From an optimization exercise on the open Yosys and OpenROAD flow, aimed at small area, a short achievable clock period and few clock cycles per item; shortcuts taken in it are not production practice. Where RTL was checked, it was by simulation tests only, not by an equivalence proof against the original. No functional check of the RTL was part of run 3. Power figures rest on the tool's default switching activity, not on a simulated workload.

==> flow/run.sh <==
#!/bin/bash
# synth_recipe.tcl (not shown) runs the flow's synth.tcl, then flattens the netlist and writes it again
# the make line also repeats each setting of config.mk as NAME=value (left out here)
make -C /OpenROAD-flow-scripts/flow DESIGN_CONFIG=/design/flow/config.mk WORK_HOME=/design/flow/orfs CLKGATE_MAP_FILE= SYNTH_SCRIPT=/design/flow/synth_recipe.tcl finish
==> flow/design.v <==
`timescale 1ns/1ns
module descriptor_dispatch #(
    parameter int MODEL_DEPTH = 16,
    parameter int MAX_OUT     = 3
) (
    input  logic        interface_clk,
    input  logic        rst,
    input  logic        i_load_valid,
    input  logic [72:0] i_load_word,    
    input  logic [1:0]  i_delivered,    
    output logic        o_load_ready,
    output logic        o_wr_en,
    output logic [3:0]  o_wr_addr,
    output logic        o_query_v,      
    output logic [7:0]  o_word_id,
    output logic [63:0] o_word_desc,
    output logic [4:0]  o_model_count   
);
    localparam logic [4:0] FULL_COUNT = 5'(MODEL_DEPTH);
    logic        ready_q;
    logic        accept;
    logic        accept_q;
    logic        model_v;
    logic        query_v;
    logic [7:0]  word_id;
    logic [63:0] word_desc;
    logic [4:0]  model_count;
    logic        port_ptr;
    logic [1:0]  out_cnt [2];
    logic [1:0]  out_cnt_d [2];
    logic        port_ptr_d;
    assign o_load_ready = ready_q;
    assign accept       = i_load_valid & ready_q;
    assign accept_q     = accept & i_load_word[72];
    always_comb begin
        port_ptr_d = port_ptr ^ accept_q;
        for (int e = 0; e < 2; e++) begin
            out_cnt_d[e] = out_cnt[e] + 2'((accept_q && port_ptr == 1'(e)) ? 1 : 0)
                                      - 2'(i_delivered[e] ? 1 : 0);
        end
    end
    always_ff @(posedge interface_clk) begin
        if (rst) begin
            ready_q     <= 1'b1;
            model_v     <= 1'b0;
            query_v     <= 1'b0;
            port_ptr    <= 1'b0;
            out_cnt[0]  <= '0;
            out_cnt[1]  <= '0;
            model_count <= '0;
        end else begin
            ready_q     <= (out_cnt_d[port_ptr_d] != 2'(MAX_OUT));
            model_v     <= accept & ~i_load_word[72];
            query_v     <= accept_q;
            port_ptr    <= port_ptr_d;
            out_cnt[0]  <= out_cnt_d[0];
            out_cnt[1]  <= out_cnt_d[1];
            if (o_wr_en) begin
                model_count <= model_count + 1'b1;
            end
        end
    end
    always_ff @(posedge interface_clk) begin
        word_id   <= i_load_word[71:64];
        word_desc <= i_load_word[63:0];
    end
    assign o_wr_en       = model_v & (model_count != FULL_COUNT);
    assign o_wr_addr     = model_count[3:0];
    assign o_query_v     = query_v;
    assign o_word_id     = word_id;
    assign o_word_desc   = word_desc;
    assign o_model_count = model_count;
endmodule
`timescale 1ns/1ns
module model_descriptor_memory #(
    parameter int MODEL_DEPTH = 16
) (
    input  logic                      interface_clk,
    input  logic                      i_wr_en,
    input  logic [3:0]                i_wr_addr,
    input  logic [63:0]               i_wr_desc,
    output logic [64*MODEL_DEPTH-1:0] o_models
);
    for (genvar i = 0; i < MODEL_DEPTH; i++) begin : g_entry
        always_ff @(posedge interface_clk) begin
            if (i_wr_en && i_wr_addr == 4'(i)) begin
                o_models[64*i +: 64] <= i_wr_desc;
            end
        end
    end
endmodule
`timescale 1ns/1ns
module memory_read_arbiter #(
    parameter int MODEL_DEPTH = 16
) (
    input  logic                     interface_clk,
    input  logic [7*MODEL_DEPTH-1:0] i_dist,
    input  logic [4:0]               i_model_count,
    output logic [3:0]               o_index,
    output logic [6:0]               o_dist
);
    localparam logic [6:0] NO_MODEL_DIST = 7'h7f;
    logic [6:0] d1 [8];
    logic       i1 [8];
    logic [6:0] d2 [4];
    logic [1:0] i2 [4];
    always_comb begin
        for (int j = 0; j < 8; j++) begin
            logic sel;
            sel   = (i_model_count > 5'(2*j+1)) && (i_dist[7*(2*j+1) +: 7] < i_dist[7*(2*j) +: 7]);
            d1[j] = sel ? i_dist[7*(2*j+1) +: 7] : i_dist[7*(2*j) +: 7];
            i1[j] = sel;
        end
        for (int k = 0; k < 4; k++) begin
            logic sel;
            sel   = (i_model_count > 5'(4*k+2)) && (d1[2*k+1] < d1[2*k]);
            d2[k] = sel ? d1[2*k+1] : d1[2*k];
            i2[k] = sel ? {1'b1, i1[2*k+1]} : {1'b0, i1[2*k]};
        end
    end
    logic [6:0] d2_q [4];
    logic [1:0] i2_q [4];
    logic       v4_q, v8_q, v12_q, none_q;
    always_ff @(posedge interface_clk) begin
        for (int k = 0; k < 4; k++) begin
            d2_q[k] <= d2[k];
            i2_q[k] <= i2[k];
        end
        v4_q   <= (i_model_count > 5'd4);
        v8_q   <= (i_model_count > 5'd8);
        v12_q  <= (i_model_count > 5'd12);
        none_q <= (i_model_count == 5'd0);
    end
    logic       s3a, s3b, s4;
    logic [6:0] d3a, d3b;
    logic [2:0] i3a, i3b;
    always_comb begin
        s3a = v4_q  && (d2_q[1] < d2_q[0]);
        d3a = s3a ? d2_q[1] : d2_q[0];
        i3a = s3a ? {1'b1, i2_q[1]} : {1'b0, i2_q[0]};
        s3b = v12_q && (d2_q[3] < d2_q[2]);
        d3b = s3b ? d2_q[3] : d2_q[2];
        i3b = s3b ? {1'b1, i2_q[3]} : {1'b0, i2_q[2]};
        s4  = v8_q  && (d3b < d3a);
        o_index = s4 ? {1'b1, i3b} : {1'b0, i3a};
        o_dist  = none_q ? NO_MODEL_DIST : (s4 ? d3b : d3a);
    end
endmodule
`timescale 1ns/1ns
module match_engine (
    input  logic        interface_clk,
    input  logic [63:0] i_query_desc,
    input  logic [63:0] i_model_desc,
    output logic [6:0]  o_dist
);
    logic [63:0] diff;
    logic [19:0] part_d;
    logic [19:0] part_q;
    logic [6:0]  dist_d;
    assign diff = i_query_desc ^ i_model_desc;
    for (genvar g = 0; g < 4; g++) begin : g_pc
        bfm_popcount16 u_pc (.a(diff[16*g +: 16]), .y(part_d[5*g +: 5]));
    end
    bfm_sum4x5 u_sum (
        .a0 (part_q[4:0]),
        .a1 (part_q[9:5]),
        .a2 (part_q[14:10]),
        .a3 (part_q[19:15]),
        .y  (dist_d)
    );
    always_ff @(posedge interface_clk) begin
        part_q <= part_d;
        o_dist <= dist_d;
    end
endmodule
module bfm_popcount16 (
    input  logic [15:0] a,
    output logic [4:0] y
);
    logic s1, c2, s3, c4, s5, c6, s7, c8, s9, c10, s11, c12, s13, c14, s15, c16, s17, c18, s19, c20, s21, c22, s23, c24, s25, c26, s27, c28, s29, c30;
    assign s1 = a[0] ^ a[1] ^ a[2];
    assign c2 = (a[0] & a[1]) | (a[0] & a[2]) | (a[1] & a[2]);
    assign s3 = a[3] ^ a[4] ^ a[5];
    assign c4 = (a[3] & a[4]) | (a[3] & a[5]) | (a[4] & a[5]);
    assign s5 = a[6] ^ a[7] ^ a[8];
    assign c6 = (a[6] & a[7]) | (a[6] & a[8]) | (a[7] & a[8]);
    assign s7 = a[9] ^ a[10] ^ a[11];
    assign c8 = (a[9] & a[10]) | (a[9] & a[11]) | (a[10] & a[11]);
    assign s9 = a[12] ^ a[13] ^ a[14];
    assign c10 = (a[12] & a[13]) | (a[12] & a[14]) | (a[13] & a[14]);
    assign s11 = a[15] ^ s1 ^ s3;
    assign c12 = (a[15] & s1) | (a[15] & s3) | (s1 & s3);
    assign s13 = s5 ^ s7 ^ s9;
    assign c14 = (s5 & s7) | (s5 & s9) | (s7 & s9);
    assign s15 = s11 ^ s13;
    assign c16 = s11 & s13;
    assign s17 = c2 ^ c4 ^ c6;
    assign c18 = (c2 & c4) | (c2 & c6) | (c4 & c6);
    assign s19 = c8 ^ c10 ^ c12;
    assign c20 = (c8 & c10) | (c8 & c12) | (c10 & c12);
    assign s21 = c14 ^ s17 ^ c16;
    assign c22 = (c14 & s17) | (c14 & c16) | (s17 & c16);
    assign s23 = s19 ^ s21;
    assign c24 = s19 & s21;
    assign s25 = c18 ^ c20 ^ c22;
    assign c26 = (c18 & c20) | (c18 & c22) | (c20 & c22);
    assign s27 = c24 ^ s25;
    assign c28 = c24 & s25;
    assign s29 = c26 ^ c28;
    assign c30 = c26 & c28;
    assign y[0] = s15;   
    assign y[1] = s23;   
    assign y[2] = s27;   
    assign y[3] = s29;   
    assign y[4] = c30;   
endmodule
module bfm_sum4x5 (
    input  logic [4:0] a0, a1, a2, a3,
    output logic [6:0] y
);
    logic s1, c2, s3, c4, s5, c6, s7, c8, s9, c10, s11, c12, s13, c14, s15, c16, s17, c18, s19, c20, s21, c22, s23, c24, s25, c26, s27, c28, s29, c30;
    assign s1 = a0[0] ^ a1[0] ^ a2[0];
    assign c2 = (a0[0] & a1[0]) | (a0[0] & a2[0]) | (a1[0] & a2[0]);
    assign s3 = a3[0] ^ s1;
    assign c4 = a3[0] & s1;
    assign s5 = a0[1] ^ a1[1] ^ a2[1];
    assign c6 = (a0[1] & a1[1]) | (a0[1] & a2[1]) | (a1[1] & a2[1]);
    assign s7 = a3[1] ^ c2 ^ s5;
    assign c8 = (a3[1] & c2) | (a3[1] & s5) | (c2 & s5);
    assign s9 = c4 ^ s7;
    assign c10 = c4 & s7;
    assign s11 = a0[2] ^ a1[2] ^ a2[2];
    assign c12 = (a0[2] & a1[2]) | (a0[2] & a2[2]) | (a1[2] & a2[2]);
    assign s13 = a3[2] ^ c6 ^ s11;
    assign c14 = (a3[2] & c6) | (a3[2] & s11) | (c6 & s11);
    assign s15 = c8 ^ s13 ^ c10;
    assign c16 = (c8 & s13) | (c8 & c10) | (s13 & c10);
    assign s17 = a0[3] ^ a1[3] ^ a2[3];
    assign c18 = (a0[3] & a1[3]) | (a0[3] & a2[3]) | (a1[3] & a2[3]);
    assign s19 = a3[3] ^ c12 ^ s17;
    assign c20 = (a3[3] & c12) | (a3[3] & s17) | (c12 & s17);
    assign s21 = c14 ^ s19 ^ c16;
    assign c22 = (c14 & s19) | (c14 & c16) | (s19 & c16);
    assign s23 = a0[4] ^ a1[4] ^ a2[4];
    assign c24 = (a0[4] & a1[4]) | (a0[4] & a2[4]) | (a1[4] & a2[4]);
    assign s25 = a3[4] ^ c18 ^ s23;
    assign c26 = (a3[4] & c18) | (a3[4] & s23) | (c18 & s23);
    assign s27 = c20 ^ s25 ^ c22;
    assign c28 = (c20 & s25) | (c20 & c22) | (s25 & c22);
    assign s29 = c24 ^ c26 ^ c28;
    assign c30 = (c24 & c26) | (c24 & c28) | (c26 & c28);
    assign y[0] = s3;   
    assign y[1] = s9;   
    assign y[2] = s15;   
    assign y[3] = s21;   
    assign y[4] = s27;   
    assign y[5] = s29;   
    assign y[6] = c30;   
endmodule
`timescale 1ns/1ns
module brute_force_matcher (
    input  logic        interface_clk,
    input  logic        rst,
    input  logic        i_load_valid,
    input  logic [72:0] i_load_word,     
    input  logic [1:0]  i_match_ready,
    output logic        o_load_ready,
    output logic [1:0]  o_match_valid,
    output logic [37:0] o_match          
);
    localparam int MODEL_DEPTH = 16;
    logic                      wr_en;
    logic [3:0]                wr_addr;
    logic                      q0_v;
    logic [7:0]                q0_id;
    logic [63:0]               word_desc;
    logic [4:0]                q0_cnt;
    logic [64*MODEL_DEPTH-1:0] models;
    logic [7*MODEL_DEPTH-1:0]  dists;
    logic [1:0]                delivered;
    assign delivered = o_match_valid & i_match_ready;
    descriptor_dispatch #(
        .MODEL_DEPTH (MODEL_DEPTH),
        .MAX_OUT     (3)
    ) u_dispatch (
        .interface_clk (interface_clk),
        .rst           (rst),
        .i_load_valid  (i_load_valid),
        .i_load_word   (i_load_word),
        .i_delivered   (delivered),
        .o_load_ready  (o_load_ready),
        .o_wr_en       (wr_en),
        .o_wr_addr     (wr_addr),
        .o_query_v     (q0_v),
        .o_word_id     (q0_id),
        .o_word_desc   (word_desc),
        .o_model_count (q0_cnt)
    );
    model_descriptor_memory #(
        .MODEL_DEPTH (MODEL_DEPTH)
    ) u_memory (
        .interface_clk (interface_clk),
        .i_wr_en       (wr_en),
        .i_wr_addr     (wr_addr),
        .i_wr_desc     (word_desc),
        .o_models      (models)
    );
    for (genvar i = 0; i < MODEL_DEPTH; i++) begin : g_engine
        match_engine u_engine (
            .interface_clk (interface_clk),
            .i_query_desc  (word_desc),
            .i_model_desc  (models[64*i +: 64]),
            .o_dist        (dists[7*i +: 7])
        );
    end
    logic       q1_v, q2_v, q3_v;
    logic [7:0] q1_id, q2_id, q3_id;
    logic [4:0] q1_cnt, q2_cnt;
    always_ff @(posedge interface_clk) begin
        if (rst) begin
            q1_v <= 1'b0;
            q2_v <= 1'b0;
            q3_v <= 1'b0;
        end else begin
            q1_v <= q0_v;
            q2_v <= q1_v;
            q3_v <= q2_v;
        end
    end
    always_ff @(posedge interface_clk) begin
        q1_id  <= q0_id;
        q2_id  <= q1_id;
        q3_id  <= q2_id;
        q1_cnt <= q0_cnt;
        q2_cnt <= q1_cnt;
    end
    logic [3:0] best_index;
    logic [6:0] best_dist;
    memory_read_arbiter #(
        .MODEL_DEPTH (MODEL_DEPTH)
    ) u_select (
        .interface_clk (interface_clk),
        .i_dist        (dists),
        .i_model_count (q2_cnt),
        .o_index       (best_index),
        .o_dist        (best_dist)
    );
    logic        res_port;
    logic [18:0] res;
    assign res = {q3_id, best_index, best_dist};
    always_ff @(posedge interface_clk) begin
        if (rst) begin
            res_port <= 1'b0;
        end else if (q3_v) begin
            res_port <= ~res_port;
        end
    end
    for (genvar e = 0; e < 2; e++) begin : g_port
        logic        push;
        logic        pop;
        logic        out_free;
        logic        moved;
        logic        out_v;
        logic [18:0] out_d;
        logic        s0_v, s1_v;
        logic [18:0] s0_d, s1_d;
        assign push     = q3_v & (res_port == 1'(e));
        assign pop      = out_v & i_match_ready[e];
        assign out_free = ~out_v | pop;
        assign moved    = out_free & s0_v;
        always_ff @(posedge interface_clk) begin
            if (rst) begin
                out_v <= 1'b0;
                s0_v  <= 1'b0;
                s1_v  <= 1'b0;
            end else begin
                out_v <= ~out_free | s0_v | push;
                if (moved) begin
                    s0_v <= s1_v | push;
                    s1_v <= s1_v & push;
                end else if (!(out_free && push)) begin
                    s0_v <= s0_v | push;
                    s1_v <= s1_v | (s0_v & push);
                end
            end
        end
        always_ff @(posedge interface_clk) begin
            if (out_free) begin
                out_d <= s0_v ? s0_d : res;
            end
            if (moved || !s0_v) begin
                s0_d <= (moved && s1_v) ? s1_d : res;
            end
            if (push) begin
                s1_d <= res;
            end
        end
        assign o_match_valid[e]   = out_v;
        assign o_match[19*e +: 19] = out_d;
    end
endmodule
==> flow/constraint.sdc <==
create_clock -name core_clock -period 9.5 [get_ports {interface_clk}]
set_input_delay 1.9000 -clock core_clock [delete_from_list [all_inputs] [get_ports {interface_clk}]]
set_output_delay 1.9000 -clock core_clock [all_outputs]
set_load 0.01 [all_outputs]
==> flow/config.mk <==
export PLATFORM = sky130hd
export DESIGN_NAME = brute_force_matcher
export DESIGN_NICKNAME = brute_force_matcher
export VERILOG_FILES = /design/flow/design.v
export SDC_FILE = /design/flow/constraint.sdc
export NUM_CORES = 4
export LEC_CHECK = 0
export CAP_MARGIN = 20
export CORE_MARGIN = 2
export CORE_UTILIZATION = 40
export SLEW_MARGIN = 20
==> run notes, run 1 <==
# TYPE chip_impl_metric gauge
chip_impl_metric{name="power.density_cell_area",unit="mW/mm^2"} 285
chip_impl_metric{name="design.die.area",unit="mm^2"} 0.222
chip_impl_metric{name="sink_count_of_the_clock_tree",unit=""} 1739
chip_impl_metric{name="signed_area_change_from_the_synthesized_netlist_to_the_final_layout",unit="%"} 13.2
chip_impl_metric{name="finalPower",unit="uW"} 28200
chip_impl_metric{name="detail_route.first_pass.iterations",unit=""} 5
chip_impl_metric{name="synth.cell_area",unit="mm^2"} 0.0872
chip_impl_metric{name="max_freq",unit="MHz"} 219
chip_impl_info{name="clock_tree_from_tritoncts",value="built"} 1
chip_impl_info{name="cp_top_family",value="compound AO/OA/AOI/OAI gates"} 1
chip_impl_metric{name="power.leakage",unit="uW"} 0.0394
chip_impl_metric{name="sequential_fraction_of_the_synthesis_area",unit=""} 0.530
chip_impl_metric{name="floorplan_core_area",unit="mm^2"} 0.217
chip_impl_metric{name="drc",unit=""} 0
chip_impl_metric{name="report.final.slew_viol_count",unit=""} 0
chip_impl_metric{name="reg2reg_depth",unit=""} 13
chip_impl_info{name="synthTopCellsByArea",value="sky130_fd_sc_hd__edfxtp_1 (39%), sky130_fd_sc_hd__fa_1 (21%), sky130_fd_sc_hd__dfxtp_1 (14%)"} 1
chip_impl_metric{name="detail_route.vias_per_cell",unit=""} 4.58
chip_impl_metric{name="drtAntennaViolNets",unit=""} 0
chip_impl_metric{name="fillers",unit=""} 19300
chip_impl_metric{name="floorplan.die.height",unit="um"} 471
chip_impl_metric{name="maximum_number_of_pins_on_one_net_before_global_route_repair",unit=""} 65
chip_impl_metric{name="initialDrtViolationCount",unit=""} 2747
chip_impl_metric{name="wire_per_inst",unit="um"} 21.9
chip_impl_info{name="grt_setup_unrepaired",value="false"} 1
chip_impl_metric{name="first_global_vias",unit=""} 45600
chip_impl_info{name="capture_instance_of_the_worst_register_to_register_path",value="g_port[0].s0_d[4]$_DFFE_PP_"} 1
chip_impl_info{name="synth.most_common_cell",value="sky130_fd_sc_hd__inv_1"} 1
chip_impl_metric{name="synth_seq_cells",unit=""} 1739
chip_impl_metric{name="clockPowerShare",unit=""} 0.269
chip_impl_metric{name="synthCells",unit=""} 6028
chip_impl_metric{name="wl_met3",unit="um"} 8290
chip_impl_metric{name="cts.clk_slew.worst_paths",unit="ps"} 60
chip_impl_info{name="critPathSlowestCell",value="sky130_fd_sc_hd__mux2i_1"} 1
chip_impl_metric{name="ctsHoldBuffers",unit=""} 0
chip_impl_metric{name="hold_viol",unit=""} 0
chip_impl_metric{name="grt_usage",unit=""} 0.188
chip_impl_info{name="outcome",value="no timing/DRC/antenna violations"} 1
chip_impl_metric{name="dpl_hpwl",unit="um"} 147000
chip_impl_info{name="hold_path_endpoint",value="q2_id[6]$_DFF_P_"} 1
chip_impl_metric{name="num_io_pins",unit=""} 119
chip_impl_metric{name="initial_utilization",unit=""} 0.402
chip_impl_metric{name="cap_viol_max_count",unit=""} 0
chip_impl_metric{name="rows",unit=""} 171
chip_impl_metric{name="worst_path_buf_inv",unit=""} 1
chip_impl_metric{name="power_frac_comb",unit=""} 0.357
chip_impl_metric{name="syn_avg_cell_area",unit="um^2"} 14.5
chip_impl_metric{name="finClkSkew",unit="ps"} 77.6
chip_impl_metric{name="layout-drive-gt1-share",unit=""} 0.0749
chip_impl_metric{name="cts_max_level",unit=""} 4
chip_impl_metric{name="net-switching-power",unit="uW"} 10300
chip_impl_metric{name="fin_nets",unit=""} 7617
chip_impl_metric{name="residual_overflow_from_global_routing",unit=""} 0
chip_impl_info{name="post_synth_most_frequent_cells",value="sky130_fd_sc_hd__inv_1 (1221), sky130_fd_sc_hd__edfxtp_1 (1138), sky130_fd_sc_hd__fa_1 (912)"} 1
chip_impl_metric{name="setup_viol",unit=""} 0
chip_impl_metric{name="worst_ep_arrival_time",unit="ps"} 5130
chip_impl_info{name="setup.worst_path.class",value="reg2reg"} 1
chip_impl_metric{name="routabilityCongestion",unit=""} 0.897
chip_impl_metric{name="final_period_minus_worst_setup_slack",unit="ps"} 4560
chip_impl_metric{name="final_period_utilization",unit=""} 0.480
chip_impl_info{name="ys_dominant_reg_cell",value="sky130_fd_sc_hd__edfxtp_1"} 1
chip_impl_metric{name="numCtsBuffers",unit=""} 191
chip_impl_metric{name="setup_total_negative_slack",unit="ps"} 0
chip_impl_metric{name="power.switching_fraction",unit=""} 0.365
chip_impl_metric{name="timing.critical_path.slowest_cell_delay",unit="ps"} 570
chip_impl_metric{name="synth.distinct_cells",unit=""} 68
chip_impl_metric{name="wirelength",unit="um"} 203000
chip_impl_info{name="timing.rr.start",value="u_select.d2_q[2][5]$_DFF_P_"} 1
chip_impl_metric{name="ir_drop",unit="uV"} 206
chip_impl_metric{name="synth_enable_flop_cells",unit=""} 1138
chip_impl_metric{name="grt_antenna_before_repair",unit=""} 15
chip_impl_metric{name="critPathRequiredTime",unit="ps"} 10070
chip_impl_metric{name="cts_setup_buffers",unit=""} 0
chip_impl_metric{name="synth_nets",unit=""} 7406
chip_impl_metric{name="p_int",unit="uW"} 17900
chip_impl_metric{name="worst-path-max-fanout",unit=""} 16
chip_impl_metric{name="yosys.area.top_type_share",unit=""} 0.392
chip_impl_info{name="worst_setup_path_end_kind",value="flop"} 1
chip_impl_info{name="cts_root_buf",value="sky130_fd_sc_hd__clkbuf_16"} 1
chip_impl_metric{name="met2_wirelength",unit="um"} 98100
chip_impl_metric{name="maximum_buffer_depth_of_the_clock_tree",unit=""} 3
chip_impl_info{name="worst_hold_startpoint",value="q1_id[6]$_DFF_P_"} 1
chip_impl_metric{name="io_buffers",unit=""} 118
chip_impl_metric{name="multi_input_area",unit="mm^2"} 0.0359
chip_impl_metric{name="sequential_cell_area",unit="mm^2"} 0.0463
chip_impl_metric{name="die_width",unit="um"} 471
chip_impl_info{name="critPathLaunchType",value="flop"} 1
chip_impl_metric{name="clkLatencyLatePin",unit="ps"} 850
chip_impl_metric{name="seq_power_share",unit=""} 0.374
chip_impl_info{name="highest-signal-layer",value="met5"} 1
chip_impl_metric{name="cts_resized",unit=""} 0
chip_impl_info{name="hp-class",value="reg2reg"} 1
chip_impl_metric{name="min_delay_path_depth",unit=""} 0
chip_impl_metric{name="max_slew.worst_pin.slew",unit="ps"} 1080
chip_impl_metric{name="async_flop_share",unit=""} 0
chip_impl_info{name="synth_top_cell_by_area",value="sky130_fd_sc_hd__edfxtp_1"} 1
chip_impl_metric{name="grt_first_pass_wirelength",unit="um"} 303000
chip_impl_metric{name="maxSlewHeadroom",unit=""} 0.279
chip_impl_info{name="worstPathCellList",value="inv_1 -> ha_1 -> and3_4 -> a221o_1 -> a31oi_4 -> o21ai_0 -> ha_1 -> a211oi_1 -> o21ai_0 -> a211oi_1 -> a31oi_2 -> mux2i_1 -> a21oi_1"} 1
chip_impl_metric{name="yosysWarningCount",unit=""} 13
chip_impl_metric{name="detailroute.via_count",unit=""} 42500
chip_impl_metric{name="wl_met1",unit="um"} 90900
chip_impl_metric{name="worst-r2r-setup-slack",unit="ps"} 4940
-- worst reg2reg max path: stages, from the launching register on --
cell and delay [ps]:
sky130_fd_sc_hd__dfxtp_1 390, sky130_fd_sc_hd__inv_1 80, sky130_fd_sc_hd__ha_1 290, sky130_fd_sc_hd__and3_4 200, sky130_fd_sc_hd__a221o_1 370, sky130_fd_sc_hd__a31oi_4 440
sky130_fd_sc_hd__o21ai_0 240, sky130_fd_sc_hd__ha_1 340, sky130_fd_sc_hd__a211oi_1 250, sky130_fd_sc_hd__o21ai_0 150, sky130_fd_sc_hd__a211oi_1 390, sky130_fd_sc_hd__a31oi_2 430
sky130_fd_sc_hd__mux2i_1 570, sky130_fd_sc_hd__a21oi_1 150
-- logic make-up (layout without fill, tap and decap cells) --
family,count (synthesis),in the layout,synth area share
other,0,3,0
adders and majority gates,1300,1300,0.265
xor gates and xnor gates,1032,1032,0.104
DFF,1739,1739,0.530
muxes,103,103,0.0124
and+or+nand+nor,289,289,0.0154
buffers and inverters,1378,1759,0.0596
AOI/OAI and AO/OA,187,187,0.0138
-- how the worst max path moves through the flow --
stage,startpoint,to,slack (ps),cells past startpoint
4_1_cts,u_select.d2_q[2][4]$_DFF_P_,g_port[0].out_d[9]$_DFFE_PN_,4960,13
5_1_grt,u_select.d2_q[2][5]$_DFF_P_,g_port[0].out_d[6]$_DFFE_PN_,4610,13
3_3_place_gp,u_select.d2_q[2][5]$_DFF_P_,g_port[0].s0_d[9]$_DFFE_PP_,4980,13
2_1_floorplan,u_dispatch.model_count[0]$_SDFFE_PP0P_,u_memory.o_models[192]$_DFFE_PP_,1900,5
6_report,u_select.d2_q[2][5]$_DFF_P_,g_port[0].s0_d[4]$_DFFE_PP_,4940,13
3_5_place_dp,u_select.d2_q[2][5]$_DFF_P_,g_port[1].s0_d[9]$_DFFE_PP_,4960,13
-- metrics by stage --
| step | hold slack [ps] | utilization | worst slack (ps) | cell area (um^2) | cells |
|---|---|---|---|---|---|
| floorplan | 310 | - | 1900 | 87200 | 6028 |
| global placement | 312 | 0.423 | 4980 | 91800 | 8889 |
| detailed placement | 312 | 0.424 | 4960 | 91900 | 8892 |
| CTS | 324 | 0.454 | 4960 | 98500 | 9255 |
| global route | 334 | 0.455 | 4610 | 98700 | 9264 |
| finish | 322 | 0.455 | 4940 | 98700 | 9266 |
-- flip-flops by register name, summed over array words and instances (netlist names), 8 cells and up --
name                      cells
g_port.s0_d                  38
u_select.d2_q                28
q2_id                         8
u_dispatch.word_desc         64
g_port.out_d                 38
q3_id                         8
u_select.i2_q                 8
q1_id                         8
u_dispatch.word_id            8
g_port.s1_d                  38
g_engine.u_engine.part_q    320
g_engine.u_engine.o_dist    112
u_memory.o_models          1024
-- layout make-up --
| class | count | area share |
|---|---|---|
| Tap cell | 2854 | 0.0362 |
| Timing Repair Buffer | 175 | 0.0182 |
| Sequential cell | 1739 | 0.469 |
| Clock inverter | 70 | 0.00870 |
| Inverter | 1221 | 0.0464 |
| Antenna cell | 3 | 0.0000761 |
| Multi-Input combinational cell | 2911 | 0.364 |
| Clock buffer | 293 | 0.0578 |
-- power groups by stage --
stage	Combinational, uW	Clock, uW	Sequential, uW
finish	10100	7580	10500
global route	11800	8050	10600
CTS	10200	7760	10600
detailed placement	10100	0	10700
global placement	9900	0	10700
floorplan	6490	0	9850
-- per-layer routing --
layer / vias up / track usage
li1: 19300 / -
met1: 22100 / 0.258
met2: 770 / 0.310
met3: 277 / 0.0266
met4: 2 / 0.0562
met5: - / 0
-- placed cells by master, fill, tap and decap left out, drive strengths merged, types with 30 or more instances in the layout --
cell and count:
inv 1226, edfxtp 1138, fa 912, xnor2 837, dfxtp 601, ha 388, clkbuf 293, xor2 195
clkdlybuf4s50 118, nand2 95, nor2 94, a21oi 75, mux2i 70, buf 57, clkinv 48, o21ai 42
mux2 33, nor2b 30
Testbench counts, summed over its fixed seeds: cycles 1,360, queries 1,024.
==> run 2: changes to the inputs <==
--- a/flow/design.v
+++ b/flow/design.v
@@ -180,32 +180,17 @@
     logic s1, c2, s3, c4, s5, c6, s7, c8, s9, c10, s11, c12, s13, c14, s15, c16, s17, c18, s19, c20, s21, c22, s23, c24, s25, c26, s27, c28, s29, c30;
-    assign s1 = a[0] ^ a[1] ^ a[2];
-    assign c2 = (a[0] & a[1]) | (a[0] & a[2]) | (a[1] & a[2]);
-    assign s3 = a[3] ^ a[4] ^ a[5];
-    assign c4 = (a[3] & a[4]) | (a[3] & a[5]) | (a[4] & a[5]);
-    assign s5 = a[6] ^ a[7] ^ a[8];
-    assign c6 = (a[6] & a[7]) | (a[6] & a[8]) | (a[7] & a[8]);
-    assign s7 = a[9] ^ a[10] ^ a[11];
-    assign c8 = (a[9] & a[10]) | (a[9] & a[11]) | (a[10] & a[11]);
-    assign s9 = a[12] ^ a[13] ^ a[14];
-    assign c10 = (a[12] & a[13]) | (a[12] & a[14]) | (a[13] & a[14]);
-    assign s11 = a[15] ^ s1 ^ s3;
-    assign c12 = (a[15] & s1) | (a[15] & s3) | (s1 & s3);
-    assign s13 = s5 ^ s7 ^ s9;
-    assign c14 = (s5 & s7) | (s5 & s9) | (s7 & s9);
-    assign s15 = s11 ^ s13;
-    assign c16 = s11 & s13;
-    assign s17 = c2 ^ c4 ^ c6;
-    assign c18 = (c2 & c4) | (c2 & c6) | (c4 & c6);
-    assign s19 = c8 ^ c10 ^ c12;
-    assign c20 = (c8 & c10) | (c8 & c12) | (c10 & c12);
-    assign s21 = c14 ^ s17 ^ c16;
-    assign c22 = (c14 & s17) | (c14 & c16) | (s17 & c16);
-    assign s23 = s19 ^ s21;
-    assign c24 = s19 & s21;
-    assign s25 = c18 ^ c20 ^ c22;
-    assign c26 = (c18 & c20) | (c18 & c22) | (c20 & c22);
-    assign s27 = c24 ^ s25;
-    assign c28 = c24 & s25;
-    assign s29 = c26 ^ c28;
-    assign c30 = c26 & c28;
+    assign {c2, s1} = a[0] + a[1] + a[2];
+    assign {c4, s3} = a[3] + a[4] + a[5];
+    assign {c6, s5} = a[6] + a[7] + a[8];
+    assign {c8, s7} = a[9] + a[10] + a[11];
+    assign {c10, s9} = a[12] + a[13] + a[14];
+    assign {c12, s11} = a[15] + s1 + s3;
+    assign {c14, s13} = s5 + s7 + s9;
+    assign {c16, s15} = s11 + s13;
+    assign {c18, s17} = c2 + c4 + c6;
+    assign {c20, s19} = c8 + c10 + c12;
+    assign {c22, s21} = c14 + s17 + c16;
+    assign {c24, s23} = s19 + s21;
+    assign {c26, s25} = c18 + c20 + c22;
+    assign {c28, s27} = c24 + s25;
+    assign {c30, s29} = c26 + c28;
     assign y[0] = s15;   
@@ -221,32 +206,17 @@
     logic s1, c2, s3, c4, s5, c6, s7, c8, s9, c10, s11, c12, s13, c14, s15, c16, s17, c18, s19, c20, s21, c22, s23, c24, s25, c26, s27, c28, s29, c30;
-    assign s1 = a0[0] ^ a1[0] ^ a2[0];
-    assign c2 = (a0[0] & a1[0]) | (a0[0] & a2[0]) | (a1[0] & a2[0]);
-    assign s3 = a3[0] ^ s1;
-    assign c4 = a3[0] & s1;
-    assign s5 = a0[1] ^ a1[1] ^ a2[1];
-    assign c6 = (a0[1] & a1[1]) | (a0[1] & a2[1]) | (a1[1] & a2[1]);
-    assign s7 = a3[1] ^ c2 ^ s5;
-    assign c8 = (a3[1] & c2) | (a3[1] & s5) | (c2 & s5);
-    assign s9 = c4 ^ s7;
-    assign c10 = c4 & s7;
-    assign s11 = a0[2] ^ a1[2] ^ a2[2];
-    assign c12 = (a0[2] & a1[2]) | (a0[2] & a2[2]) | (a1[2] & a2[2]);
-    assign s13 = a3[2] ^ c6 ^ s11;
-    assign c14 = (a3[2] & c6) | (a3[2] & s11) | (c6 & s11);
-    assign s15 = c8 ^ s13 ^ c10;
-    assign c16 = (c8 & s13) | (c8 & c10) | (s13 & c10);
-    assign s17 = a0[3] ^ a1[3] ^ a2[3];
-    assign c18 = (a0[3] & a1[3]) | (a0[3] & a2[3]) | (a1[3] & a2[3]);
-    assign s19 = a3[3] ^ c12 ^ s17;
-    assign c20 = (a3[3] & c12) | (a3[3] & s17) | (c12 & s17);
-    assign s21 = c14 ^ s19 ^ c16;
-    assign c22 = (c14 & s19) | (c14 & c16) | (s19 & c16);
-    assign s23 = a0[4] ^ a1[4] ^ a2[4];
-    assign c24 = (a0[4] & a1[4]) | (a0[4] & a2[4]) | (a1[4] & a2[4]);
-    assign s25 = a3[4] ^ c18 ^ s23;
-    assign c26 = (a3[4] & c18) | (a3[4] & s23) | (c18 & s23);
-    assign s27 = c20 ^ s25 ^ c22;
-    assign c28 = (c20 & s25) | (c20 & c22) | (s25 & c22);
-    assign s29 = c24 ^ c26 ^ c28;
-    assign c30 = (c24 & c26) | (c24 & c28) | (c26 & c28);
+    assign {c2, s1} = a0[0] + a1[0] + a2[0];
+    assign {c4, s3} = a3[0] + s1;
+    assign {c6, s5} = a0[1] + a1[1] + a2[1];
+    assign {c8, s7} = a3[1] + c2 + s5;
+    assign {c10, s9} = c4 + s7;
+    assign {c12, s11} = a0[2] + a1[2] + a2[2];
+    assign {c14, s13} = a3[2] + c6 + s11;
+    assign {c16, s15} = c8 + s13 + c10;
+    assign {c18, s17} = a0[3] + a1[3] + a2[3];
+    assign {c20, s19} = a3[3] + c12 + s17;
+    assign {c22, s21} = c14 + s19 + c16;
+    assign {c24, s23} = a0[4] + a1[4] + a2[4];
+    assign {c26, s25} = a3[4] + c18 + s23;
+    assign {c28, s27} = c20 + s25 + c22;
+    assign {c30, s29} = c24 + c26 + c28;
     assign y[0] = s3;   
--- a/flow/config.mk
+++ b/flow/config.mk
@@ -7,2 +7,3 @@
 export LEC_CHECK = 0
+export ABC_CLOCK_PERIOD_IN_PS = 3000
 export CAP_MARGIN = 20
@@ -10,2 +11,4 @@
 export CORE_UTILIZATION = 40
+export SETUP_SLACK_MARGIN = 5
 export SLEW_MARGIN = 20
+export TNS_END_PERCENT = 100
==> run notes, run 2 <==
# TYPE chip_impl_metric gauge
chip_impl_info{name="hp-class",value="reg2reg"} 1
chip_impl_metric{name="numCtsBuffers",unit=""} 191
chip_impl_metric{name="worst_ep_arrival_time",unit="ps"} 4920
chip_impl_info{name="layout.cells.most_common_list",value="sky130_fd_sc_hd__edfxtp_1 (1138), sky130_fd_sc_hd__xnor2_1 (1030), sky130_fd_sc_hd__fa_1 (912), sky130_fd_sc_hd__inv_1 (689), sky130_fd_sc_hd__dfxtp_1 (537)"} 1
chip_impl_metric{name="synth.cell_area",unit="mm^2"} 0.0854
chip_impl_info{name="hold_path_endpoint",value="q1_id[4]$_DFF_P_"} 1
chip_impl_metric{name="syn_avg_cell_area",unit="um^2"} 15.5
chip_impl_info{name="post_synth_most_frequent_cells",value="sky130_fd_sc_hd__edfxtp_1 (1138), sky130_fd_sc_hd__xnor2_1 (1030), sky130_fd_sc_hd__fa_1 (912)"} 1
chip_impl_info{name="synth.most_common_cell",value="sky130_fd_sc_hd__edfxtp_1"} 1
chip_impl_metric{name="layout-drive-gt1-share",unit=""} 0.0892
chip_impl_metric{name="initial_utilization",unit=""} 0.403
chip_impl_metric{name="design.die.area",unit="mm^2"} 0.217
chip_impl_metric{name="sequential_cell_area",unit="mm^2"} 0.0463
chip_impl_metric{name="reg2reg_depth",unit=""} 11
chip_impl_metric{name="detailroute.via_count",unit=""} 41300
chip_impl_metric{name="drtAntennaViolNets",unit=""} 0
chip_impl_metric{name="cts.clk_slew.worst_paths",unit="ps"} 60
chip_impl_metric{name="power.leakage",unit="uW"} 0.0364
chip_impl_metric{name="hold_viol",unit=""} 0
chip_impl_info{name="synthTopCellsByArea",value="sky130_fd_sc_hd__edfxtp_1 (40%), sky130_fd_sc_hd__fa_1 (21%), sky130_fd_sc_hd__dfxtp_1 (14%)"} 1
chip_impl_metric{name="timing.final.ws_setup",unit="ps"} 5260
chip_impl_metric{name="fin_hold_ws",unit="ps"} 324
chip_impl_info{name="critPathLaunch",value="q2_cnt[3]$_DFF_P_"} 1
chip_impl_info{name="clock_tree_from_tritoncts",value="built"} 1
chip_impl_metric{name="routabilityCongestion",unit=""} 0.886
chip_impl_metric{name="floorplan.die.height",unit="um"} 466
chip_impl_metric{name="synth.distinct_cells",unit=""} 59
chip_impl_metric{name="cap_viol_max_count",unit=""} 0
chip_impl_metric{name="drc",unit=""} 0
chip_impl_metric{name="detail_route.vias_per_cell",unit=""} 4.73
chip_impl_info{name="biggestRegsByFlops",value="u_memory.o_models x1024, g_engine.u_engine.part_q x320, g_engine.u_engine.o_dist x112"} 1
chip_impl_metric{name="ctsHoldBuffers",unit=""} 0
chip_impl_metric{name="final_period_utilization",unit=""} 0.446
chip_impl_metric{name="residual_overflow_from_global_routing",unit=""} 0
chip_impl_metric{name="ir_drop",unit="uV"} 259
chip_impl_metric{name="wire_per_inst",unit="um"} 23.5
chip_impl_metric{name="finClkSkew",unit="ps"} 42.9
chip_impl_info{name="timing.rr.start",value="q2_cnt[3]$_DFF_P_"} 1
chip_impl_info{name="worst_setup_path_end_kind",value="flop"} 1
chip_impl_metric{name="final_period_minus_worst_setup_slack",unit="ps"} 4240
chip_impl_metric{name="fin_nets",unit=""} 7108
chip_impl_metric{name="yosys.area.top_type_share",unit=""} 0.400
chip_impl_info{name="worst_hold_startpoint",value="u_dispatch.word_id[4]$_DFF_P_"} 1
chip_impl_metric{name="max_freq",unit="MHz"} 236
chip_impl_info{name="cts_root_buf",value="sky130_fd_sc_hd__clkbuf_16"} 1
chip_impl_metric{name="die_width",unit="um"} 466
chip_impl_info{name="outcome",value="no timing/DRC/antenna violations"} 1
chip_impl_info{name="synth_top_cell_by_area",value="sky130_fd_sc_hd__edfxtp_1"} 1
chip_impl_info{name="regMostFlops",value="u_memory.o_models"} 1
chip_impl_metric{name="grt_antenna_before_repair",unit=""} 17
chip_impl_metric{name="worst-path-max-fanout",unit=""} 16
chip_impl_metric{name="synthCells",unit=""} 5518
chip_impl_metric{name="post_layout_nonfiller_instances",unit=""} 8720
chip_impl_metric{name="initialDrtViolationCount",unit=""} 2776
chip_impl_metric{name="critPathRequiredTime",unit="ps"} 10180
chip_impl_metric{name="yosysWarningCount",unit=""} 13
chip_impl_metric{name="fillers",unit=""} 18500
chip_impl_metric{name="floorplan_core_area",unit="mm^2"} 0.212
chip_impl_metric{name="detailedPlace.worstSlack",unit="ps"} 4720
chip_impl_metric{name="maxSlewHeadroom",unit=""} 0.221
chip_impl_metric{name="report.final.slew_viol_count",unit=""} 0
chip_impl_metric{name="synth_seq_cells",unit=""} 1739
chip_impl_metric{name="detail_route.first_pass.iterations",unit=""} 5
chip_impl_metric{name="dpl_hpwl",unit="um"} 145000
chip_impl_metric{name="clkLatencyLatePin",unit="ps"} 830
chip_impl_metric{name="max_slew.worst_pin.slew",unit="ps"} 1170
chip_impl_metric{name="synth_nets",unit=""} 6896
chip_impl_metric{name="largest_register_ff_count",unit=""} 1024
chip_impl_info{name="capture_instance_of_the_worst_register_to_register_path",value="u_select.d2_q[0][2]$_DFF_P_"} 1
chip_impl_metric{name="sequential_fraction_of_the_synthesis_area",unit=""} 0.541
chip_impl_metric{name="sink_count_of_the_clock_tree",unit=""} 1739
chip_impl_metric{name="worst-r2r-setup-slack",unit="ps"} 5260
chip_impl_metric{name="maximum_number_of_pins_on_one_net_before_global_route_repair",unit=""} 65
chip_impl_metric{name="wirelength",unit="um"} 205000
chip_impl_info{name="critPathLaunchType",value="flop"} 1
chip_impl_metric{name="grt_first_pass_wirelength",unit="um"} 304000
chip_impl_metric{name="synth_enable_flop_cells",unit=""} 1138
chip_impl_metric{name="dpl.cell_count",unit=""} 8354
chip_impl_metric{name="grt_usage",unit=""} 0.193
chip_impl_metric{name="num_io_pins",unit=""} 119
chip_impl_metric{name="power.density_cell_area",unit="mW/mm^2"} 285
chip_impl_metric{name="rows",unit=""} 169
chip_impl_metric{name="multi_input_area",unit="mm^2"} 0.0361
chip_impl_metric{name="signed_area_change_from_the_synthesized_netlist_to_the_final_layout",unit="%"} 13.3
chip_impl_metric{name="min_delay_path_depth",unit=""} 0
chip_impl_metric{name="setup_viol",unit=""} 0
chip_impl_info{name="mostFrequentLayoutCell",value="sky130_fd_sc_hd__edfxtp_1"} 1
chip_impl_metric{name="setup_total_negative_slack",unit="ps"} 0
chip_impl_info{name="ys_dominant_reg_cell",value="sky130_fd_sc_hd__edfxtp_1"} 1
chip_impl_metric{name="maximum_buffer_depth_of_the_clock_tree",unit=""} 3
chip_impl_metric{name="async_flop_share",unit=""} 0
chip_impl_metric{name="cts_max_level",unit=""} 4
chip_impl_metric{name="first_global_vias",unit=""} 44300
chip_impl_info{name="setup.worst_path.class",value="reg2reg"} 1
chip_impl_info{name="grt_setup_unrepaired",value="false"} 1
chip_impl_metric{name="io_buffers",unit=""} 118
## run 2: cell count changes after synthesis, sizes merged, moves of 8 or more
cell,previous run,this run
inv,1221,696
xnor2,837,1030
xor2,195,3
nor2,94,73
a21oi,75,57
mux2,33,49
nand2b,23,10
o211ai,1,14
mux2i,70,58
a31oi,6,15
nand3,9,18
o21ai,42,33
o31ai,2,10
## run 2: final cells by class
class                   instances  share of cell area
flip-flops and latches       1739               0.478
multi-input cells            2924               0.374
clock buffers                 272              0.0580
well taps                    2821              0.0365
inverters                     696              0.0270
repair buffers                178              0.0169
clock inverters                89             0.00984
diodes                          1           0.0000259
## run 2: cells by family after synthesis
kind of cell | share of synthesized area
DFF | 0.541
adders and majority gates | 0.271
xor gates and xnor gates | 0.106
buffers and inverters | 0.0379
and+or+nand+nor | 0.0158
AOI/OAI and AO/OA | 0.0157
muxes | 0.0133
## run 2: report_power, final
group | switching [uW] | leakage, uW | total, uW | internal, uW
registers | 1460 | 0.0153 | 10800 | 9340
logic | 5160 | 0.0178 | 9200 | 4040
clock network | 3100 | 0.00324 | 7620 | 4520
total | 9720 | 0.0364 | 27600 | 17900
## run 2: worst max path at each step
| stage | end | slack [ps] |
|---|---|---|
| final | u_select.d2_q[0][2]$_DFF_P_ | 5260 |
| after global routing | g_port[0].out_d[1]$_DFFE_PN_ | 5010 |
| after CTS | u_select.d2_q[2][6]$_DFF_P_ | 5030 |
| after detailed placement | g_port[0].s0_d[0]$_DFFE_PP_ | 4720 |
| after global placement | g_port[0].s0_d[0]$_DFFE_PP_ | 4750 |
| after floorplan | g_engine[10].u_engine.part_q[18]$_DFF_P_ | 5300 |
## run 2: stage by stage
step | total power (uW) | util | area (um^2)
final | 27600 | 0.456 | 96800
after detailed placement | 20200 | 0.425 | 90100
after global placement | 20000 | 0.425 | 90100
after floorplan | 15800 | - | 85400
after global routing | 29600 | 0.456 | 96800
after CTS | 28000 | 0.456 | 96700
## run 2: routing by layer
metal,track usage,vias to the layer above,part of all wire
met1,0.273,21600,0.45
met3,0.0288,268,0.046
met4,0.0587,4,0.030
li1,-,18400,-
met5,0,-,0.00015
met2,0.309,906,0.47
## run 2: critical path, stage by stage, from the launching register on
cell and delay, ps:
sky130_fd_sc_hd__dfxtp_1 400, sky130_fd_sc_hd__nor2_1 610, sky130_fd_sc_hd__a221oi_1 240, sky130_fd_sc_hd__o21ai_4 250
sky130_fd_sc_hd__mux2i_1 670, sky130_fd_sc_hd__ha_1 370, sky130_fd_sc_hd__a21oi_1 140, sky130_fd_sc_hd__nor2b_1 60
sky130_fd_sc_hd__o21ai_0 200, sky130_fd_sc_hd__nand3_1 460, sky130_fd_sc_hd__o2bb2ai_1 280, sky130_fd_sc_hd__a311oi_1 400
## run 2: repair_timing
item                                   CTS  global route
resized for setup                        0             6
setup buffers                            0             4
endpoints found under the hold margin    0             0
setup endpoints to repair                0            37
Testbench counts of run 2, summed over its fixed seeds: cycles 1,360, queries 1,024.
==> run 3: changes to the inputs <==
--- a/flow/design.v
+++ b/flow/design.v
@@ -92,2 +92,27 @@
 `timescale 1ns/1ns
+module bfm_min4 (
+    input  logic [27:0] i_dist,    
+    input  logic [3:1]  i_valid,   
+    output logic [6:0]  o_dist,
+    output logic [1:0]  o_index
+);
+    logic [6:0] d [4];
+    logic b10, b20, b30, b21, b31, b32;
+    logic w0, w1, w2, w3;
+    always_comb begin
+        for (int k = 0; k < 4; k++) d[k] = i_dist[7*k +: 7];
+    end
+    assign b10 = i_valid[1] & (d[1] < d[0]);
+    assign b20 = i_valid[2] & (d[2] < d[0]);
+    assign b30 = i_valid[3] & (d[3] < d[0]);
+    assign b21 = i_valid[2] & (d[2] < d[1]);
+    assign b31 = i_valid[3] & (d[3] < d[1]);
+    assign b32 = i_valid[3] & (d[3] < d[2]);
+    assign w0 = ~b10 & ~b20 & ~b30;
+    assign w1 =  b10 & ~b21 & ~b31;
+    assign w2 =  b20 &  b21 & ~b32;
+    assign w3 =  b30 &  b31 &  b32;
+    assign o_dist  = ({7{w0}} & d[0]) | ({7{w1}} & d[1]) | ({7{w2}} & d[2]) | ({7{w3}} & d[3]);
+    assign o_index = {w2 | w3, w1 | w3};
+endmodule
 module memory_read_arbiter #(
@@ -102,46 +127,35 @@
     localparam logic [6:0] NO_MODEL_DIST = 7'h7f;
-    logic [6:0] d1 [8];
-    logic       i1 [8];
-    logic [6:0] d2 [4];
-    logic [1:0] i2 [4];
-    always_comb begin
-        for (int j = 0; j < 8; j++) begin
-            logic sel;
-            sel   = (i_model_count > 5'(2*j+1)) && (i_dist[7*(2*j+1) +: 7] < i_dist[7*(2*j) +: 7]);
-            d1[j] = sel ? i_dist[7*(2*j+1) +: 7] : i_dist[7*(2*j) +: 7];
-            i1[j] = sel;
-        end
-        for (int k = 0; k < 4; k++) begin
-            logic sel;
-            sel   = (i_model_count > 5'(4*k+2)) && (d1[2*k+1] < d1[2*k]);
-            d2[k] = sel ? d1[2*k+1] : d1[2*k];
-            i2[k] = sel ? {1'b1, i1[2*k+1]} : {1'b0, i1[2*k]};
-        end
+    logic [6:0] d1 [4];
+    logic [1:0] i1 [4];
+    for (genvar g = 0; g < 4; g++) begin : g_l1
+        bfm_min4 u_min (
+            .i_dist  (i_dist[28*g +: 28]),
+            .i_valid ({i_model_count > 5'(4*g+3), i_model_count > 5'(4*g+2), i_model_count > 5'(4*g+1)}),
+            .o_dist  (d1[g]),
+            .o_index (i1[g])
+        );
     end
-    logic [6:0] d2_q [4];
-    logic [1:0] i2_q [4];
-    logic       v4_q, v8_q, v12_q, none_q;
+    logic [6:0] d1_q [4];
+    logic [1:0] i1_q [4];
+    logic [3:1] v_q;
+    logic       none_q;
     always_ff @(posedge interface_clk) begin
-        for (int k = 0; k < 4; k++) begin
-            d2_q[k] <= d2[k];
-            i2_q[k] <= i2[k];
+        for (int g = 0; g < 4; g++) begin
+            d1_q[g] <= d1[g];
+            i1_q[g] <= i1[g];
         end
-        v4_q   <= (i_model_count > 5'd4);
-        v8_q   <= (i_model_count > 5'd8);
-        v12_q  <= (i_model_count > 5'd12);
+        v_q    <= {i_model_count > 5'd12, i_model_count > 5'd8, i_model_count > 5'd4};
         none_q <= (i_model_count == 5'd0);
     end
-    logic       s3a, s3b, s4;
-    logic [6:0] d3a, d3b;
-    logic [2:0] i3a, i3b;
+    logic [6:0] d2;
+    logic [1:0] i2;
+    bfm_min4 u_min2 (
+        .i_dist  ({d1_q[3], d1_q[2], d1_q[1], d1_q[0]}),
+        .i_valid (v_q),
+        .o_dist  (d2),
+        .o_index (i2)
+    );
     always_comb begin
-        s3a = v4_q  && (d2_q[1] < d2_q[0]);
-        d3a = s3a ? d2_q[1] : d2_q[0];
-        i3a = s3a ? {1'b1, i2_q[1]} : {1'b0, i2_q[0]};
-        s3b = v12_q && (d2_q[3] < d2_q[2]);
-        d3b = s3b ? d2_q[3] : d2_q[2];
-        i3b = s3b ? {1'b1, i2_q[3]} : {1'b0, i2_q[2]};
-        s4  = v8_q  && (d3b < d3a);
-        o_index = s4 ? {1'b1, i3b} : {1'b0, i3a};
-        o_dist  = none_q ? NO_MODEL_DIST : (s4 ? d3b : d3a);
+        o_index = {i2, i1_q[i2]};
+        o_dist  = none_q ? NO_MODEL_DIST : d2;
     end
==> flow/flow/run.sh (new file) <==
#!/bin/bash
# Standard ORFS layout (the standard.sh, standard synthesis unchanged), with the timing
# repair aimed below the clock period: repair_timing works until every path has this much
# setup slack at the design's 9.5 ns clock, i.e. a path of at most 9.5 - margin ns.
set -euo pipefail
MARGIN=6.0
bash standard.sh SETUP_SLACK_MARGIN=$MARGIN finish > standard_make.log 2>&1
==> flow/standard.sh (new file) <==
#!/bin/bash
# synth_recipe.tcl (not shown) runs the flow's synth.tcl, then flattens the netlist and writes it again
# the make line also repeats each setting of config.mk as NAME=value (left out here)
make -C /OpenROAD-flow-scripts/flow DESIGN_CONFIG=/design/flow/config.mk WORK_HOME=/design/flow/orfs CLKGATE_MAP_FILE= SYNTH_SCRIPT=/design/flow/synth_recipe.tcl "${@:-finish}"
removed: flow/run.sh
==> run notes, run 3 <==
# TYPE chip_impl_metric gauge
chip_impl_metric{name="synth.distinct_cells",unit=""} 60
chip_impl_metric{name="largest_register_ff_count",unit=""} 1024
chip_impl_metric{name="ctsHoldBuffers",unit=""} 0
chip_impl_info{name="timing.rr.start",value="u_dispatch.word_desc[10]$_DFF_P_"} 1
chip_impl_metric{name="synth_seq_cells",unit=""} 1739
chip_impl_metric{name="floorplan_core_area",unit="mm^2"} 0.217
chip_impl_metric{name="maximum_buffer_depth_of_the_clock_tree",unit=""} 3
chip_impl_metric{name="die_width",unit="um"} 472
chip_impl_info{name="worst_hold_startpoint",value="q1_cnt[3]$_DFF_P_"} 1
chip_impl_metric{name="grt_usage",unit=""} 0.227
chip_impl_metric{name="cap_viol_max_count",unit=""} 0
chip_impl_metric{name="io_buffers",unit=""} 118
chip_impl_metric{name="rows",unit=""} 171
chip_impl_metric{name="wirelength",unit="um"} 251000
chip_impl_metric{name="drc",unit=""} 0
chip_impl_metric{name="timing.final.ws_setup",unit="ps"} 5930
chip_impl_metric{name="synth.cell_area",unit="mm^2"} 0.0875
chip_impl_metric{name="final_period_minus_worst_setup_slack",unit="ps"} 3570
chip_impl_metric{name="synth_nets",unit=""} 7379
chip_impl_metric{name="syn_avg_cell_area",unit="um^2"} 14.8
chip_impl_metric{name="grt_antenna_before_repair",unit=""} 22
chip_impl_metric{name="yosysWarningCount",unit=""} 15
chip_impl_metric{name="fin_nets",unit=""} 7949
chip_impl_info{name="ys_dominant_reg_cell",value="sky130_fd_sc_hd__edfxtp_1"} 1
chip_impl_metric{name="dpl_hpwl",unit="um"} 149000
chip_impl_metric{name="detailroute.via_count",unit=""} 46600
chip_impl_metric{name="report.final.slew_viol_count",unit=""} 0
chip_impl_info{name="worst_setup_path_end_kind",value="flop"} 1
chip_impl_metric{name="detail_route.vias_per_cell",unit=""} 4.90
chip_impl_metric{name="reg2reg_depth",unit=""} 14
chip_impl_metric{name="power.density_cell_area",unit="mW/mm^2"} 270
chip_impl_metric{name="layout-drive-gt1-share",unit=""} 0.236
chip_impl_metric{name="power.leakage",unit="uW"} 0.0424
chip_impl_metric{name="num_io_pins",unit=""} 119
chip_impl_info{name="cts_root_buf",value="sky130_fd_sc_hd__clkbuf_16"} 1
chip_impl_info{name="mostFrequentLayoutCell",value="sky130_fd_sc_hd__edfxtp_1"} 1
chip_impl_metric{name="initial_utilization",unit=""} 0.403
chip_impl_metric{name="cts.clk_slew.worst_paths",unit="ps"} 60
chip_impl_metric{name="maximum_number_of_pins_on_one_net_before_global_route_repair",unit=""} 65
chip_impl_info{name="layout.cells.most_common_list",value="sky130_fd_sc_hd__edfxtp_1 (1138), sky130_fd_sc_hd__inv_1 (814), sky130_fd_sc_hd__fa_1 (796), sky130_fd_sc_hd__xnor2_1 (781), sky130_fd_sc_hd__dfxtp_1 (510)"} 1
chip_impl_metric{name="worst_ep_arrival_time",unit="ps"} 4310
chip_impl_info{name="hp-class",value="reg2reg"} 1
chip_impl_info{name="critPathLaunchType",value="flop"} 1
chip_impl_metric{name="setup_viol",unit=""} 0
chip_impl_metric{name="max_slew.worst_pin.slew",unit="ps"} 1130
chip_impl_metric{name="final_period_utilization",unit=""} 0.375
chip_impl_metric{name="detail_route.first_pass.iterations",unit=""} 7
chip_impl_info{name="biggestRegsByFlops",value="u_memory.o_models x1024, g_engine.u_engine.part_q x320, g_engine.u_engine.o_dist x112"} 1
chip_impl_info{name="outcome",value="no timing/DRC/antenna violations"} 1
chip_impl_metric{name="drtAntennaViolNets",unit=""} 0
chip_impl_metric{name="grt_first_pass_wirelength",unit="um"} 356000
chip_impl_info{name="synth_top_cell_by_area",value="sky130_fd_sc_hd__edfxtp_1"} 1
chip_impl_info{name="clock_tree_from_tritoncts",value="built"} 1
chip_impl_metric{name="sequential_fraction_of_the_synthesis_area",unit=""} 0.528
chip_impl_info{name="regMostFlops",value="u_memory.o_models"} 1
chip_impl_metric{name="hold_viol",unit=""} 0
chip_impl_metric{name="initialDrtViolationCount",unit=""} 4022
chip_impl_metric{name="detailedPlace.worstSlack",unit="ps"} 4700
chip_impl_metric{name="wire_per_inst",unit="um"} 26.4
chip_impl_metric{name="routabilityCongestion",unit=""} 0.909
chip_impl_metric{name="sink_count_of_the_clock_tree",unit=""} 1739
chip_impl_info{name="synth.most_common_cell",value="sky130_fd_sc_hd__edfxtp_1"} 1
chip_impl_metric{name="worst-path-max-fanout",unit=""} 7
chip_impl_metric{name="critPathRequiredTime",unit="ps"} 10240
chip_impl_metric{name="ir_drop",unit="uV"} 213
chip_impl_metric{name="cts_max_level",unit=""} 4
chip_impl_metric{name="min_delay_path_depth",unit=""} 0
chip_impl_info{name="critPathLaunch",value="u_dispatch.word_desc[10]$_DFF_P_"} 1
chip_impl_metric{name="finClkSkew",unit="ps"} 70.5
chip_impl_metric{name="signed_area_change_from_the_synthesized_netlist_to_the_final_layout",unit="%"} 25.2
chip_impl_metric{name="clkLatencyLatePin",unit="ps"} 860
chip_impl_info{name="post_synth_most_frequent_cells",value="sky130_fd_sc_hd__edfxtp_1 (1138), sky130_fd_sc_hd__xnor2_1 (1030), sky130_fd_sc_hd__inv_1 (965)"} 1
chip_impl_metric{name="maxSlewHeadroom",unit=""} 0.247
chip_impl_info{name="grt_setup_unrepaired",value="true"} 1
chip_impl_metric{name="setup_total_negative_slack",unit="ps"} 0
chip_impl_metric{name="yosys.area.top_type_share",unit=""} 0.390
chip_impl_info{name="setup.worst_path.class",value="reg2reg"} 1
chip_impl_metric{name="floorplan.die.height",unit="um"} 472
chip_impl_metric{name="numCtsBuffers",unit=""} 195
chip_impl_metric{name="max_freq",unit="MHz"} 280
chip_impl_metric{name="async_flop_share",unit=""} 0
chip_impl_metric{name="synth_enable_flop_cells",unit=""} 1138
chip_impl_metric{name="residual_overflow_from_global_routing",unit=""} 0
chip_impl_info{name="synthTopCellsByArea",value="sky130_fd_sc_hd__edfxtp_1 (39%), sky130_fd_sc_hd__fa_1 (21%), sky130_fd_sc_hd__dfxtp_1 (14%)"} 1
chip_impl_metric{name="first_global_vias",unit=""} 48700
chip_impl_metric{name="synthCells",unit=""} 5911
chip_impl_metric{name="design.die.area",unit="mm^2"} 0.223
[run 3: cell count changes after synthesis, sizes merged, moves of 18 or more]
cell / delta
ha: +90
a31oi: +26
nand2: +40
a22oi: +18
a21o: +18
mux2i: -57
inv: +269
[run 3: layer usage]
metal	up-vias	part of all wire	GRT usage
met4	2	0.032	0.0652
li1	20300	-	-
met1	24700	0.43	0.310
met3	334	0.053	0.0341
met5	-	0.000080	0
met2	1303	0.49	0.377
[run 3: logic make-up after synthesis]
kind of cell    synth area share
buf+inv                   0.0484
mux                      0.00449
flops                      0.528
xor+xnor                   0.103
simple gates              0.0163
compound gates            0.0226
fa+ha+maj                  0.277
[run 3: final timing paths]
path,to,slack (ps)
worst max-delay path,g_engine[14].u_engine.part_q[3]$_DFF_P_,5930
worst min-delay path,q2_cnt[3]$_DFF_P_,310
worst max register to register,g_engine[14].u_engine.part_q[3]$_DFF_P_,5930
worst min register to register,q2_cnt[3]$_DFF_P_,310
[run 3: what timing repair did]
item                                    in CTS  in global routing
gates cloned                                 8                  3
endpoints found under the setup margin     353                185
pin swaps                                  153                321
buffers inserted                           294                 84
hold endpoints to repair                     0                  0
resized for setup                          342                418
[run 3: report_power, final]
group / total, uW / switching (uW) / internal (uW)
Clock: 7630 / 3210 / 4420
Sequential: 10800 / 1480 / 9350
Combinational: 11100 / 5990 / 5140
[run 3: through the flow]
step	total power [uW]	instances	utilization	hold slack [ps]	instance area [um^2]
6_report	29600	9510	0.504	312	110000
4_1_cts	29300	9418	0.490	312	106000
3_3_place_gp	20600	8747	0.432	315	94000
3_5_place_dp	20900	8747	0.432	312	94000
5_1_grt	31700	9508	0.504	322	110000
2_1_floorplan	16400	5911	-	310	90900
[run 3: layout make-up]
type	instances	area, um^2
inverter	965	3630
timing repair inverter	1	5.00
tap	2854	3570
clock buffer	276	5650
timing repair buffer	531	7430
antenna	3	7.51
sequential	1739	46500
multi-input combinational	3048	41900
fill	17900	108000
clock inverter	93	886
[run 3: worst max-delay path, cell delays in order (launching register included)]
cell,delay [ps]
sky130_fd_sc_hd__dfxtp_4,350
sky130_fd_sc_hd__buf_12,150
sky130_fd_sc_hd__buf_12,130
sky130_fd_sc_hd__buf_8,130
sky130_fd_sc_hd__xnor2_4,120
sky130_fd_sc_hd__fa_1,560
sky130_fd_sc_hd__inv_2,40
sky130_fd_sc_hd__fa_1,510
sky130_fd_sc_hd__ha_2,170
sky130_fd_sc_hd__inv_2,40
sky130_fd_sc_hd__fa_2,370
sky130_fd_sc_hd__inv_2,60
sky130_fd_sc_hd__fa_1,410
sky130_fd_sc_hd__ha_2,210
sky130_fd_sc_hd__ha_4,200

separate check: timing with driven ports:
No port has a modelled driver above. Below, the same layouts with a new extraction and two added sets of constraints. Step 1 (the two cells are an assumption about what drives the block):
set clk [get_ports {interface_clk}]
set_driving_cell -lib_cell sky130_fd_sc_hd__clkbuf_16 $clk
set_driving_cell -lib_cell sky130_fd_sc_hd__buf_2 [delete_from_list [all_inputs] $clk]
Step 2 moves the port delays by t, midway between the first and last clock arrival at a register: inputs arrive t later, outputs are due t later. That takes back most of the time a late clock gives input paths. Three values: ideal ports, drivers, drivers and shift; two values: the first two.
run	t, ns	setup slack, ns	latest minus earliest clock arrival (ns)	cell pins on the clock port's net
run 1	0.901	4.937 / 4.937 / 4.937	0.081 / 0.081	1
run 2	0.894	5.263 / 5.263 / 4.722	0.046 / 0.046	1
run 3	0.910	5.933 / 5.933 / 5.334	0.071 / 0.072	1
After both steps every run listed still meets setup and hold. The setup slack of run 3, which loses most, moves by 0.000 ns with the drivers and by -0.599 ns with both steps.
